This design comes from an exercise in tuning for small area, a short achievable clock period and few clock cycles per item on the open sky130 flow, not from production work. Function was not checked in any run shown here: the RTL went through the layout flow alone. Power is estimated from default activity; no workload was simulated.

--- flow/constraint.sdc ---
create_clock -name core_clock -period 4.0 [get_ports {clk}]
set_input_delay 0.8000 -clock core_clock [delete_from_list [all_inputs] [get_ports {clk}]]
set_output_delay 0.8000 -clock core_clock [all_outputs]
set_load 0.01 [all_outputs]
--- flow/run.sh ---
#!/bin/bash
# synth_recipe.tcl (not shown) runs the flow's synth.tcl, then flattens the netlist and writes it again
# the make line also repeats each setting of config.mk as NAME=value (left out here)
make -C /OpenROAD-flow-scripts/flow DESIGN_CONFIG=/design/flow/config.mk WORK_HOME=/design/flow/orfs CLKGATE_MAP_FILE= SYNTH_SCRIPT=/design/flow/synth_recipe.tcl finish
--- flow/design.v ---
`timescale 1ns / 1ps
package mjtm_pkg;
  localparam int TAG_W      = 7;
  localparam int CHIP_W     = 8;
  localparam int INTERVAL_W = 9;
  localparam int KIND_W     = 3;
  localparam int STATUS_W   = 3;
  localparam int PADDR_W    = 3;
  localparam logic [INTERVAL_W-1:0] INTERVAL_RESET = 9'd128;
  localparam logic [STATUS_W-1:0] ST_ISSUED      = 3'd0;
  localparam logic [STATUS_W-1:0] ST_REG         = 3'd1;
  localparam logic [STATUS_W-1:0] ST_NONCE       = 3'd2;
  localparam logic [STATUS_W-1:0] ST_UNKNOWN_REG = 3'd3;
  localparam logic [STATUS_W-1:0] ST_STALE       = 3'd4;
endpackage
`timescale 1ns / 1ps
module mining_job_tag_result_matcher_core #(
  parameter int JOB_SLOTS = 128
) (
  input  logic                              clk,
  input  logic                              rst,
  input  logic                              in_valid,
  output logic                              in_ready,
  input  logic                              action,
  input  logic [31:0]                       job_version,
  input  logic                              nonce_resp,
  input  logic [31:0]                       frame_word,
  input  logic [7:0]                        frame_addr_byte,
  input  logic [7:0]                        frame_tag_byte,
  input  logic [15:0]                       frame_version,
  output logic                              out_valid,
  input  logic                              out_ready,
  output logic [mjtm_pkg::STATUS_W-1:0]     status,
  output logic [mjtm_pkg::TAG_W-1:0]        tag,
  output logic [mjtm_pkg::CHIP_W-1:0]       chip_index,
  output logic [mjtm_pkg::KIND_W-1:0]       register_kind,
  output logic [31:0]                       data_word,
  output logic [31:0]                       full_version,
  input  logic                              psel,
  input  logic                              penable,
  input  logic                              pwrite,
  input  logic [mjtm_pkg::PADDR_W-1:0]      paddr,
  input  logic [31:0]                       pwdata,
  output logic [31:0]                       prdata,
  output logic                              pready
);
  function automatic logic [11:0] subx(input logic [10:0] t, input logic [10:0] x);
    logic [10:0] p, g, gg, pp, c;
    p  = ~(t ^ x);
    g  = t & ~x;
    gg = g;
    pp = p;
    gg[0] = g[0] | p[0];                
    for (int d = 1; d < 11; d = d * 2) begin
      for (int i = 10; i >= d; i--) begin
        gg[i] = gg[i] | (pp[i] & gg[i-d]);
        pp[i] = pp[i] & pp[i-d];
      end
    end
    c = {gg[9:0], 1'b1};
    subx = {gg[10], p ^ c};
  endfunction
  function automatic logic [10:0] addx(input logic [10:0] t, input logic [10:0] x);
    logic [10:0] p, g, gg, pp, c;
    p  = t ^ x;
    g  = t & x;
    gg = g;
    pp = p;
    for (int d = 1; d < 11; d = d * 2) begin
      for (int i = 10; i >= d; i--) begin
        gg[i] = gg[i] | (pp[i] & gg[i-d]);
        pp[i] = pp[i] & pp[i-d];
      end
    end
    c = {gg[9:0], 1'b0};
    addx = p ^ c;
  endfunction
  function automatic logic [9:0] r4step(input logic [7:0] t, input logic [8:0] s,
                                        input logic [10:0] s3);
    logic [11:0] o1, o2, o3;
    logic        ge1, ge2, ge3;
    logic [7:0]  r;
    o1  = subx({3'b000, t}, {2'b00, s});
    o2  = subx({3'b000, t}, {1'b0, s, 1'b0});
    o3  = subx({3'b000, t}, s3);
    ge1 = o1[11];
    ge2 = o2[11];
    ge3 = o3[11];
    if (ge3) begin
      r = o3[7:0];
    end else if (ge2) begin
      r = o2[7:0];
    end else if (ge1) begin
      r = o1[7:0];
    end else begin
      r = t;
    end
    r4step = {ge2, ge3 | (ge1 & !ge2), r};
  endfunction
  logic [8:0]  spacing;
  logic [10:0] spacing3;       
  assign pready = 1'b1;
  always_ff @(posedge clk) begin
    if (rst) begin
      spacing  <= mjtm_pkg::INTERVAL_RESET;
      spacing3 <= 11'd384;
    end else if (psel && penable && pwrite && !paddr[2]) begin
      spacing  <= pwdata[8:0];
      spacing3 <= addx({2'b00, pwdata[8:0]}, {1'b0, pwdata[8:0], 1'b0});
    end
  end
  assign prdata = paddr[2] ? 32'd0 : {23'd0, spacing};
  logic adv;
  logic acc;
  logic v1;
  assign adv      = !out_valid || out_ready;
  assign in_ready = adv;
  assign acc      = in_valid && adv;
  logic [3:0]  next_slot;
  logic [3:0]  issue_slot;
  logic [15:0] slot_valid;
  logic [2:0]  a_status;
  logic [3:0]  a_tag;
  logic [2:0]  a_kind;
  logic [31:0] a_word;
  logic [15:0] a_fver;
  logic [7:0]  a_dvd;
  logic        a_hit;
  assign issue_slot = next_slot + 4'd3;
  assign a_hit      = slot_valid[frame_tag_byte[7:4]];
  always_comb begin
    a_status = mjtm_pkg::ST_UNKNOWN_REG;
    a_tag    = '0;
    a_kind   = '0;
    a_word   = '0;
    a_fver   = '0;
    a_dvd    = nonce_resp ? frame_word[24:17] : frame_addr_byte;
    if (!action) begin
      a_status = mjtm_pkg::ST_ISSUED;
      a_tag    = issue_slot;
      a_word   = job_version;           
    end else if (nonce_resp) begin
      a_tag = frame_tag_byte[7:4];
      if (a_hit) begin
        a_status = mjtm_pkg::ST_NONCE;
        a_word   = frame_word;
        a_fver   = frame_version;
      end else begin
        a_status = mjtm_pkg::ST_STALE;
      end
    end else if (frame_tag_byte == 8'h4C) begin
      a_status = mjtm_pkg::ST_REG;
      a_word   = frame_word;
    end else if (frame_tag_byte >= 8'h88 && frame_tag_byte <= 8'h8C) begin
      a_status = mjtm_pkg::ST_REG;
      a_kind   = frame_tag_byte[2:0] + 3'd1;
      a_word   = frame_word;
    end
  end
  always_ff @(posedge clk) begin
    if (rst) begin
      next_slot  <= '0;
      slot_valid <= '0;
    end else if (acc && !action) begin
      next_slot              <= issue_slot;
      slot_valid[issue_slot] <= 1'b1;
    end
  end
  logic [9:0] a_o1, a_o2;
  assign a_o1 = r4step({6'd0, a_dvd[7:6]}, spacing, spacing3);
  assign a_o2 = r4step({4'd0, a_o1[1:0], a_dvd[5:4]}, spacing, spacing3);
  logic [2:0]  s1_status;
  logic [3:0]  s1_tag;
  logic [2:0]  s1_kind;
  logic [31:0] s1_word;
  logic [15:0] s1_fver;
  logic [3:0]  s1_q;
  logic [3:0]  s1_rem;
  logic [3:0]  s1_dvd;
  always_ff @(posedge clk) begin
    if (adv) begin
      s1_status <= a_status;
      s1_tag    <= a_tag;
      s1_kind   <= a_kind;
      s1_word   <= a_word;
      s1_fver   <= a_fver;
      s1_q      <= {a_o1[9:8], a_o2[9:8]};
      s1_rem    <= a_o2[3:0];
      s1_dvd    <= a_dvd[3:0];
    end
  end
  logic [9:0] b_o3, b_o4;
  logic [7:0] b_q;
  assign b_o3 = r4step({2'd0, s1_rem, s1_dvd[3:2]}, spacing, spacing3);
  assign b_o4 = r4step({b_o3[5:0], s1_dvd[1:0]}, spacing, spacing3);
  assign b_q  = {s1_q, b_o3[9:8], b_o4[9:8]};
  logic [31:0] version_mem [16];
  logic        s1_issue;
  logic        s1_nhit;
  logic        s1_div;
  assign s1_issue = (s1_status == mjtm_pkg::ST_ISSUED);
  assign s1_nhit  = (s1_status == mjtm_pkg::ST_NONCE);
  assign s1_div   = (s1_status == mjtm_pkg::ST_NONCE) || (s1_status == mjtm_pkg::ST_REG);
  always_ff @(posedge clk) begin
    if (adv && v1 && s1_issue) begin
      version_mem[s1_tag] <= s1_word;
    end
  end
  always_ff @(posedge clk) begin
    if (rst) begin
      v1        <= 1'b0;
      out_valid <= 1'b0;
    end else if (adv) begin
      v1        <= acc;
      out_valid <= v1;
    end
  end
  always_ff @(posedge clk) begin
    if (adv) begin
      status        <= s1_status;
      tag           <= {s1_tag, 3'b000};
      register_kind <= s1_kind;
      chip_index    <= s1_div ? b_q : 8'd0;
      data_word     <= s1_issue ? 32'd0 : s1_word;
      full_version  <= (s1_nhit ? version_mem[s1_tag] : 32'd0) | {3'b000, s1_fver, 13'b0};
    end
  end
endmodule
--- flow/config.mk ---
export PLATFORM = sky130hd
export DESIGN_NAME = mining_job_tag_result_matcher_core
export DESIGN_NICKNAME = mining_job_tag_result_matcher_core
export VERILOG_FILES = /design/flow/design.v
export SDC_FILE = /design/flow/constraint.sdc
export NUM_CORES = 4
export LEC_CHECK = 0
export CAP_MARGIN = 20
export CORE_MARGIN = 2
export CORE_UTILIZATION = 40
export SLEW_MARGIN = 20
==> Implementation_results.wiki, run 1 <==
{| class="wikitable"
! Metric !! Value
|-
| Outcome || timing/DRC/antenna clean
|-
| Worst slew margin relative to its limit || 0.2964
|-
| Worst hold path type || register to register
|-
| Worst slack at placement || -0.8333 ns
|-
| Number of unique standard cell types used by synthesis || 60
|-
| Wire length of the first global-routing pass || 104.7 mm
|-
| Worst Max-Slew Pin Slew || 1.055 ns
|-
| CTS Buffer Depth || 3
|-
| # nets final || 2126
|-
| Number of violations reported at the end of detailed-routing iteration 0 || 1452
|-
| Post-synth EDFFs || 664
|-
| Total overflow reported by the global router || 0
|-
| Startpoint-to-endpoint class of the critical path || register to register
|-
| Antenna violations before repair || 4
|-
| Setup clock skew after layout || 0.02729 ns
|-
| Die area || 75870 um^2
|-
| Antenna Diode Count || 0
|-
| Final weighted congestion in routability-driven placement || 0.8335
|-
| Count of fill cells added during filler insertion || 5990
|-
| Yosys reg bits || 709
|-
| Row count || 99
|-
| Gr usage total || 0.1900
|-
| Cell depth of the worst hold path || 0
|-
| Period utilisation layout || 0.9325
|-
| PnR Total Power || 17070 uW
|-
| CTS Buf Count || 76
|-
| Final instance count without filler cells || 2926
|-
| Yosys top cell area share || 0.6765
|-
| Half-perimeter wire length after detailed placement || 42.49 mm
|-
| Seq/Total Area, Yosys || 0.7071
|-
| Data required time at the worst endpoint || 4.37 ns
|-
| Total number of yosys warnings || 1
|-
| Sequential standard cell area || 20850 um^2
|-
| Starting density of the core || 0.4040
|-
| Clock tree sinks || 709
|-
| Clock root cell || clkbuf_16
|-
| Critical-path maximum fanout || 7
|-
| Synthesis-to-finish area growth || 21.14%
|-
| Number of maximum-capacitance violations || 0
|-
| Latest clock arrival within the worst-skew pair || 0.63 ns
|-
| Cell Pwr Density || 478.0 nW/um^2
|-
| Count of pins on the block boundary || 260
|-
| Core Region || 72960 um^2
|-
| Residual antenna-violating net count after detailed routing || 0
|-
| Layout cells sized above 1 || 0.2018
|-
| Kind of end point of the critical path || register
|-
| Fmax achieved || 268.1 MHz
|-
| Largest voltage drop on the vdd net || 0.0003207 V
|-
| Most area-hungry cell type in the Yosys netlist || edfxtp_1
|-
| Clock tree from TritonCTS || yes
|-
| Setup TNS || 0 ns
|-
| Number of hold-slack violations in the final timing report || 0
|-
| Launch point of the critical path || spacing[5]$_SDFFE_PP0P_
|-
| Post-synthesis instance area || 29470 um^2
|-
| Area taken by multi-input logic gates || 8245 um^2
|-
| Deepest level of the CTS H-tree || 3
|-
| Detail-routed via count per cell || 5.424
|-
| Total placed cells including tap cells || 2790
|-
| Avg Synthesized Cell Area || 18.23 um^2
|-
| Worst-path clk slew || 0.05 ns
|-
| R2R depth || 15
|-
| DRC errors left || 0
|-
| DIE HEIGHT || 275.4 um
|-
| Worst-case register-to-register setup slack || 0.27 ns
|-
| Type of element launching the critical path || register
|-
| Critical path's slowest cell || dfxtp_1
|-
| Maximum single-stage delay on the critical path || 0.40 ns
|-
| Slew Limit Fails || 0
|-
| Primary FF master, synth || edfxtp_1
|-
| Crit path DAT || 4.10 ns
|-
| CP cell instances || inv_1 -> ha_1 -> o21a_1 -> o21ai_0 -> o21ba_4 -> mux2_2 -> a211oi_1 -> a21oi_1 -> ha_1 -> nand3_1 -> a21oi_1 -> a211o_1 -> o21ai_0 -> a2111oi_2 -> buf_4
|-
| Via total after detailed routing || 15871
|-
| Startpoint of the tightest hold check path || s1_kind[0]$_SDFFCE_PP0N_
|-
| Total detailed-routing wirelength || 71.95 mm
|-
| Chip width || 275.4 um
|-
| Instance count of the mapped netlist || 1617
|-
| P_leak || 0.01214 uW
|-
| Final min period || 3.730 ns
|-
| R2R Path Start || spacing[5]$_SDFFE_PP0P_
|-
| Final number of setup-violating endpoints || 0
|-
| I/O Buffers || 207
|-
| Total iterations of the first detailed-routing run || 6
|-
| Vias in the first global route || 16338
|-
| Unrepaired setup endpoints after global routing || false
|-
| Share of the core filled with cells in the final layout || 0.4894
|-
| Final WS setup || 0.2700 ns
|-
| Hold endpoint || register_kind[0]$_DFFE_PN_
|-
| Post-synthesis async set-or-reset flop share || 0
|-
| Pin count of the biggest net entering global routing || 59
|-
| Drt wl/cell || 24.59 um
|-
| FF-to-FF End || chip_index[1]$_SDFFCE_PN0N_
|-
| Top post-synthesis cells by area || edfxtp_1 68%, mux4_2 13%, dfxtp_1 3.1%
|}
==> where the power goes <==
part | switching, uW | leakage [uW] | internal (uW)
clock network | 2840 | 0.00114 | 3780
logic | 859 | 0.00422 | 974
registers | 247 | 0.00678 | 8360
==> cell usage after synthesis, drive strengths merged (3+ instances only) <==
library cell	count
ha	70
a22o	31
and3	21
a21o	3
clkbuf	38
buf	58
nor4	3
mux2	14
nand2b	14
xor2	16
mux2i	14
o21ai	33
o21a	7
a211oi	8
and2	6
a31o	17
a21oi	60
nor3	11
nand3	12
nor2b	63
dfxtp	45
nand2	52
a31oi	5
nor2	83
xnor2	14
fa	5
edfxtp	664
inv	43
o211ai	6
o21bai	3
mux4	164
or3	4
==> layout make-up <==
cell class,count,share of cell area
sequential,709,0.5840
clock buffer,104,0.05793
tap,959,0.03361
inverter,43,0.004521
multi-input combinational,794,0.2309
clock inverter,30,0.007394
timing repair buffer,287,0.08165
==> what timing repair did <==
item                                    CTS  global route
pin swaps                                 0             3
resized for setup                         3            11
endpoints found under the setup margin    4             5
buffers inserted                          0             2
hold buffers                              0             0
==> routing by layer <==
metal,GRT usage,vias up,part of all wire
li1,-,6987,-
met1,0.2627,8258,0.43
met2,0.3070,547,0.48
met3,0.03845,75,0.069
met4,0.05334,4,0.018
met5,0,-,0.00033
==> cell usage in the layout, fill, tap and decap left out, types with 4 or more instances in the layout <==
master / instances
or3_1: 4
clkbuf_16: 77
clkbuf_8: 4
nand3_1: 12
dfxtp_1: 41
buf_12: 19
nand2_1: 52
edfxtp_1: 664
mux4_2: 164
clkinv_1: 12
nor2b_1: 62
buf_4: 61
a211oi_1: 7
inv_1: 42
ha_1: 70
nor2_4: 12
xor2_1: 16
xnor2_1: 14
mux2i_1: 11
mux2_2: 14
nor3_4: 4
o211ai_1: 6
clkbuf_1: 23
conb_1: 27
fa_1: 5
a21oi_1: 60
and3_1: 21
nor3_1: 6
a22o_1: 31
nor2_1: 70
clkdlybuf4s50_1: 205
o21a_1: 7
clkinv_2: 8
nand2b_1: 13
a31oi_1: 5
and2_1: 6
o21ai_0: 32
a31o_1: 16
==> how the worst max path moves through the flow <==
stage                                    to  slack [ns]  cells after the start
6_report        chip_index[1]$_SDFFCE_PN0N_        0.27                     15
5_1_grt         chip_index[1]$_SDFFCE_PN0N_        0.02                     15
2_1_floorplan  version_mem[15][0]$_DFFE_PP_       -0.02                      6
3_3_place_gp            s1_rem[2]$_DFFE_PN_       -0.64                     15
4_1_cts                 s1_rem[2]$_DFFE_PN_       0.004                     14
3_5_place_dp            s1_rem[2]$_DFFE_PN_       -0.83                     15
==> worst max-delay path: cells and delay by family, from the launching register on <==
kind	cells	cell delay (ns)
AND/OR/NAND/NOR	1	0.08
adder cells (fa/ha/maj)	2	0.73
buffers and inverters	2	0.33
multiplexers	1	0.34
AO/OA/AOI/OAI	9	1.60
flip-flops	1	0.40
==> cells by family after synthesis <==
group / Yosys count / synth area share
fa+ha+maj: 75 / 0.03311
xor+xnor: 30 / 0.008915
compound gates: 193 / 0.04441
buf+inv: 139 / 0.02373
other cells: 2 / 0.0002548
mux: 192 / 0.1355
flops: 709 / 0.7071
simple gates: 277 / 0.04695
==> registers in the layout (all words and copies together) (netlist names), 3 cells and up, named ones only <==
signal         cells
spacing3          11
s1_fver           16
full_version      32
spacing            8
s1_status          3
register_kind      3
s1_dvd             4
s1_kind            3
s1_tag             4
chip_index         8
version_mem      512
tag                4
status             3
s1_word           32
slot_valid        16
data_word         32
s1_q               4
s1_rem             4
next_slot          4
==> through the flow <==
step | instance area, um^2 | hold WS, ns
after floorplan | 29610 | 0.4003
after global placement | 33300 | 0.4041
after detailed placement | 33300 | 0.4079
after CTS | 35640 | 0.4207
after global routing | 35700 | 0.4274
final | 35700 | 0.4185
==> run 2: changes to the inputs <==
--- a/flow/config.mk
+++ b/flow/config.mk
@@ -7,2 +7,3 @@
 export LEC_CHECK = 0
+export ABC_CLOCK_PERIOD_IN_PS = 2000
 export CAP_MARGIN = 20
@@ -10,2 +11,3 @@
 export CORE_UTILIZATION = 40
+export SETUP_SLACK_MARGIN = 1.9
 export SLEW_MARGIN = 20
==> run 2 against run 1 <==
Net effect:
- still clean
- clock skew down 0.011 ns
- synthesized cell count unchanged
- sequential power about the same
==> Implementation_results.wiki, run 2 <==
{| class="wikitable"
! Metric !! Value
|-
| DRC errors left || 0 (unchanged)
|-
| CTS Buf Count || 77 (was 76)
|-
| Total iterations of the first detailed-routing run || 5 (was 6)
|-
| Slew Limit Fails || 0 (unchanged)
|-
| Vias in the first global route || 17089 (was 16338)
|-
| Max reg flops || 512 (unchanged)
|-
| Antenna Diode Count || 0 (unchanged)
|-
| Count of fill cells added during filler insertion || 5765 (was 5990)
|-
| Pin count of the biggest net entering global routing || 66 (was 59)
|-
| Die area || 75870 um^2 (unchanged)
|-
| R2R depth || 14 (was 15)
|-
| Most common cell after layout, fill and taps aside || edfxtp_1 (unchanged)
|-
| Deepest level of the CTS H-tree || 3 (unchanged)
|-
| Number of unique standard cell types used by synthesis || 60 (unchanged)
|-
| Worst slew margin relative to its limit || 0.3616 (was 0.2964)
|-
| Number of hold-slack violations in the final timing report || 0 (unchanged)
|-
| CTS Buffer Depth || 3 (unchanged)
|-
| Worst-path clk slew || 0.05 ns (about the same)
|-
| Seq/Total Area, Yosys || 0.7071 (unchanged)
|-
| Cell Pwr Density || 472.4 nW/um^2 (was 478.0 nW/um^2)
|-
| Clock root cell || clkbuf_16 (unchanged)
|-
| Chip width || 275.4 um (unchanged)
|-
| Type of element launching the critical path || register (unchanged)
|-
| # nets final || 2232 (was 2126)
|-
| Avg Synthesized Cell Area || 18.23 um^2 (unchanged)
|-
| Data required time at the worst endpoint || 4.35 ns (was 4.37 ns)
|-
| Clock tree sinks || 709 (unchanged)
|-
| Unrepaired setup endpoints after global routing || true (was false)
|-
| Instance count of the mapped netlist || 1617 (unchanged)
|-
| Area of all placed cells without fillers || 38300 um^2 (was 35700 um^2)
|-
| I/O Buffers || 207 (unchanged)
|-
| Worst hold slack after final layout || 0.4168 ns (was 0.4185 ns)
|-
| R2R Path Start || s1_dvd[3]$_DFFE_PN_ (was spacing[5]$_SDFFE_PP0P_)
|-
| Total detailed-routing wirelength || 77.83 mm (was 71.95 mm)
|-
| Primary FF master, synth || edfxtp_1 (unchanged)
|-
| Row count || 99 (unchanged)
|-
| Half-perimeter wire length after detailed placement || 43.06 mm (was 42.49 mm)
|-
| Detail-routed via count per cell || 5.423 (was 5.424)
|-
| Core Region || 72960 um^2 (unchanged)
|-
| Synthesis-to-finish area growth || 29.94% (was 21.14%)
|-
| Launch point of the critical path || s1_dvd[3]$_DFFE_PN_ (was spacing[5]$_SDFFE_PP0P_)
|-
| Setup clock skew after layout || 0.01655 ns (was 0.02729 ns)
|-
| Standard cell area after detailed placement || 33420 um^2 (was 33300 um^2)
|-
| Register name with the most flops || version_mem (unchanged)
|-
| Number of violations reported at the end of detailed-routing iteration 0 || 1367 (was 1452)
|-
| Post-synth EDFFs || 664 (unchanged)
|-
| Most area-hungry cell type in the Yosys netlist || edfxtp_1 (unchanged)
|-
| Cell depth of the worst hold path || 0 (unchanged)
|-
| Crit path DAT || 3.71 ns (was 4.10 ns)
|-
| Gr usage total || 0.2025 (was 0.1900)
|-
| Top cells by instance count after synthesis || 664 x edfxtp_1, 164 x mux4_2, 83 x nor2_1 (unchanged)
|-
| Yosys reg bits || 709 (unchanged)
|-
| Starting density of the core || 0.4040 (unchanged)
|-
| Post-synthesis instance area || 29470 um^2 (unchanged)
|-
| Drt wl/cell || 25.61 um (was 24.59 um)
|-
| Latest clock arrival within the worst-skew pair || 0.63 ns (about the same)
|-
| Final weighted congestion in routability-driven placement || 0.8225 (was 0.8335)
|-
| PnR Total Power || 18090 uW (was 17070 uW)
|-
| Worst hold path type || register to register (unchanged)
|-
| Count of pins on the block boundary || 260 (unchanged)
|-
| Wire length of the first global-routing pass || 111.6 mm (was 104.7 mm)
|-
| Period utilisation layout || 0.8419 (was 0.9325)
|-
| Fmax achieved || 297.0 MHz (was 268.1 MHz)
|-
| Total number of yosys warnings || 1 (unchanged)
|-
| Top post-synthesis cells by area || edfxtp_1 68%, mux4_2 13%, dfxtp_1 3.1% (unchanged)
|-
| Final number of setup-violating endpoints || 0 (unchanged)
|-
| DIE HEIGHT || 275.4 um (unchanged)
|-
| Critical-path maximum fanout || 5 (was 7)
|-
| Worst Max-Slew Pin Slew || 0.9542 ns (was 1.055 ns)
|-
| Number of maximum-capacitance violations || 0 (unchanged)
|-
| P_leak || 0.01341 uW (was 0.01214 uW)
|-
| Share of the core filled with cells in the final layout || 0.5249 (was 0.4894)
|-
| Startpoint of the tightest hold check path || s1_kind[1]$_SDFFCE_PP0N_ (was s1_kind[0]$_SDFFCE_PP0N_)
|-
| Post-synthesis async set-or-reset flop share || 0 (unchanged)
|-
| Most frequently used cell type in the post-synthesis netlist || edfxtp_1 (unchanged)
|-
| Total overflow reported by the global router || 0 (unchanged)
|-
| Via total after detailed routing || 16480 (was 15871)
|-
| Outcome || timing/DRC/antenna clean (unchanged)
|-
| Setup TNS || 0 ns (unchanged)
|-
| Kind of end point of the critical path || register (unchanged)
|-
| Antenna violations before repair || 3 (was 4)
|-
| Clock tree from TritonCTS || yes (unchanged)
|-
| Highest-count cells in the layout ignoring fill and taps || 664 x edfxtp_1, 164 x mux4_2, 109 x buf_4 (was 664 x edfxtp_1, 205 x clkdlybuf4s50_1, 164 x mux4_2)
|-
| Residual antenna-violating net count after detailed routing || 0 (unchanged)
|-
| Startpoint-to-endpoint class of the critical path || register to register (unchanged)
|-
| Layout cells sized above 1 || 0.3380 (was 0.2018)
|-
| Final min period || 3.368 ns (was 3.730 ns)
|-
| Largest voltage drop on the vdd net || 0.0002794 V (was 0.0003207 V)
|-
| Yosys top cell area share || 0.6765 (unchanged)
|}
-- run 2: cell counts after synthesis --
Identical to the previous run, type by type.
-- run 2: metal layers --
metal / GRT usage / wire [um] / vias to the layer above
met5: 0 / 31 / -
met4: 0.05249 / 1548 / 4
met3: 0.03454 / 4867 / 104
met2: 0.3283 / 38070 / 518
met1: 0.2849 / 33310 / 8633
li1: - / - / 7221
-- run 2: path summary, 6_finish.rpt --
kind	endpoint	slack [ns]
hold reg to reg	register_kind[1]$_DFFE_PN_	0.42
setup reg to reg	chip_index[0]$_SDFFCE_PN0N_	0.63
setup / recovery	chip_index[0]$_SDFFCE_PN0N_	0.63
hold / removal	register_kind[1]$_DFFE_PN_	0.42
-- run 2: timing repair --
item	4_1_cts	5_1_grt
cloned	15	4
resized for setup	461	113
setup endpoints to repair	720	582
pin swaps	77	28
hold buffers	0	0
setup buffers	73	19
-- run 2: report_power, final --
group / internal [uW] / switching [uW]
clock network: 4260 / 2920
logic: 1260 / 1050
registers: 8360 / 240
-- run 2: logic make-up after synthesis --
| logic type | Yosys count | share of synthesized area |
|---|---|---|
| mux | 192 | 0.1355 |
| other cells | 2 | 0.0002548 |
| buf+inv | 139 | 0.02373 |
| fa+ha+maj | 75 | 0.03311 |
| flops | 709 | 0.7071 |
| compound gates | 193 | 0.04441 |
| xor+xnor | 30 | 0.008915 |
| simple gates | 277 | 0.04695 |
-- run 2: layout make-up --
cell class / count / area [um^2] / area share
Clock inverter: 39 / 479.2 / 0.01251
Multi-Input combinational cell: 794 / 9253 / 0.2416
Sequential cell: 709 / 20890 / 0.5455
Timing Repair Buffer: 392 / 4197 / 0.1096
Tap cell: 959 / 1200 / 0.03133
Clock buffer: 103 / 2074 / 0.05417
Inverter: 43 / 203.9 / 0.005325
-- run 2: critical path: stages (launching register included) --
cell      delay [ns]
edfxtp_1        0.53
ha_1            0.35
nand2b_1        0.09
a21oi_2         0.20
o21ba_4         0.21
mux2_4          0.32
a211oi_2        0.24
a21oi_2         0.10
buf_4           0.15
buf_4           0.12
ha_1            0.26
o221ai_1        0.21
o21ai_1         0.10
o211ai_1        0.12
a21oi_1         0.11
-- run 2: per-stage QoR --
stage          setup WS [ns]  std cells
2_1_floorplan         0.2141       1642
6_report              0.6324       3039
3_5_place_dp         -0.6918       2786
4_1_cts               0.7473       3016
5_1_grt               0.4985       3039
3_3_place_gp         -0.5532       2786

==> what the ideal ports hide <==
Ports are ideal in the flow. The routed layouts listed here were re-timed in OpenROAD.
Step 1, drivers: a clkbuf_16 drives clk and a buf_2 each remaining input, both assumed.
Step 2 moves the port delays by t, midway between the first and last clock arrival at a register: inputs arrive t later, outputs are due t later. That takes back most of the time a late clock gives input paths.
a / b / c = ideal / step 1 / step 2; a / b = the first two.
run | t, ns | slack for setup (ns) | hold slack, ns | latest minus earliest clock arrival (ns) | worst slew at a driven data input, ns
run 1 | 0.678 | 0.270 / 0.270 / -0.337 | 0.418 / 0.418 / 0.418 | 0.028 / 0.028 | 0.09
run 2 | 0.677 | 0.632 / 0.632 / 0.087 | 0.417 / 0.417 / 0.417 | 0.017 / 0.017 | 0.08
Met with ideal ports but missed after step 2: setup timing in run 1. For run 1, which loses most, drivers alone change the setup slack by 0.000 ns; drivers and shift together by -0.607 ns.
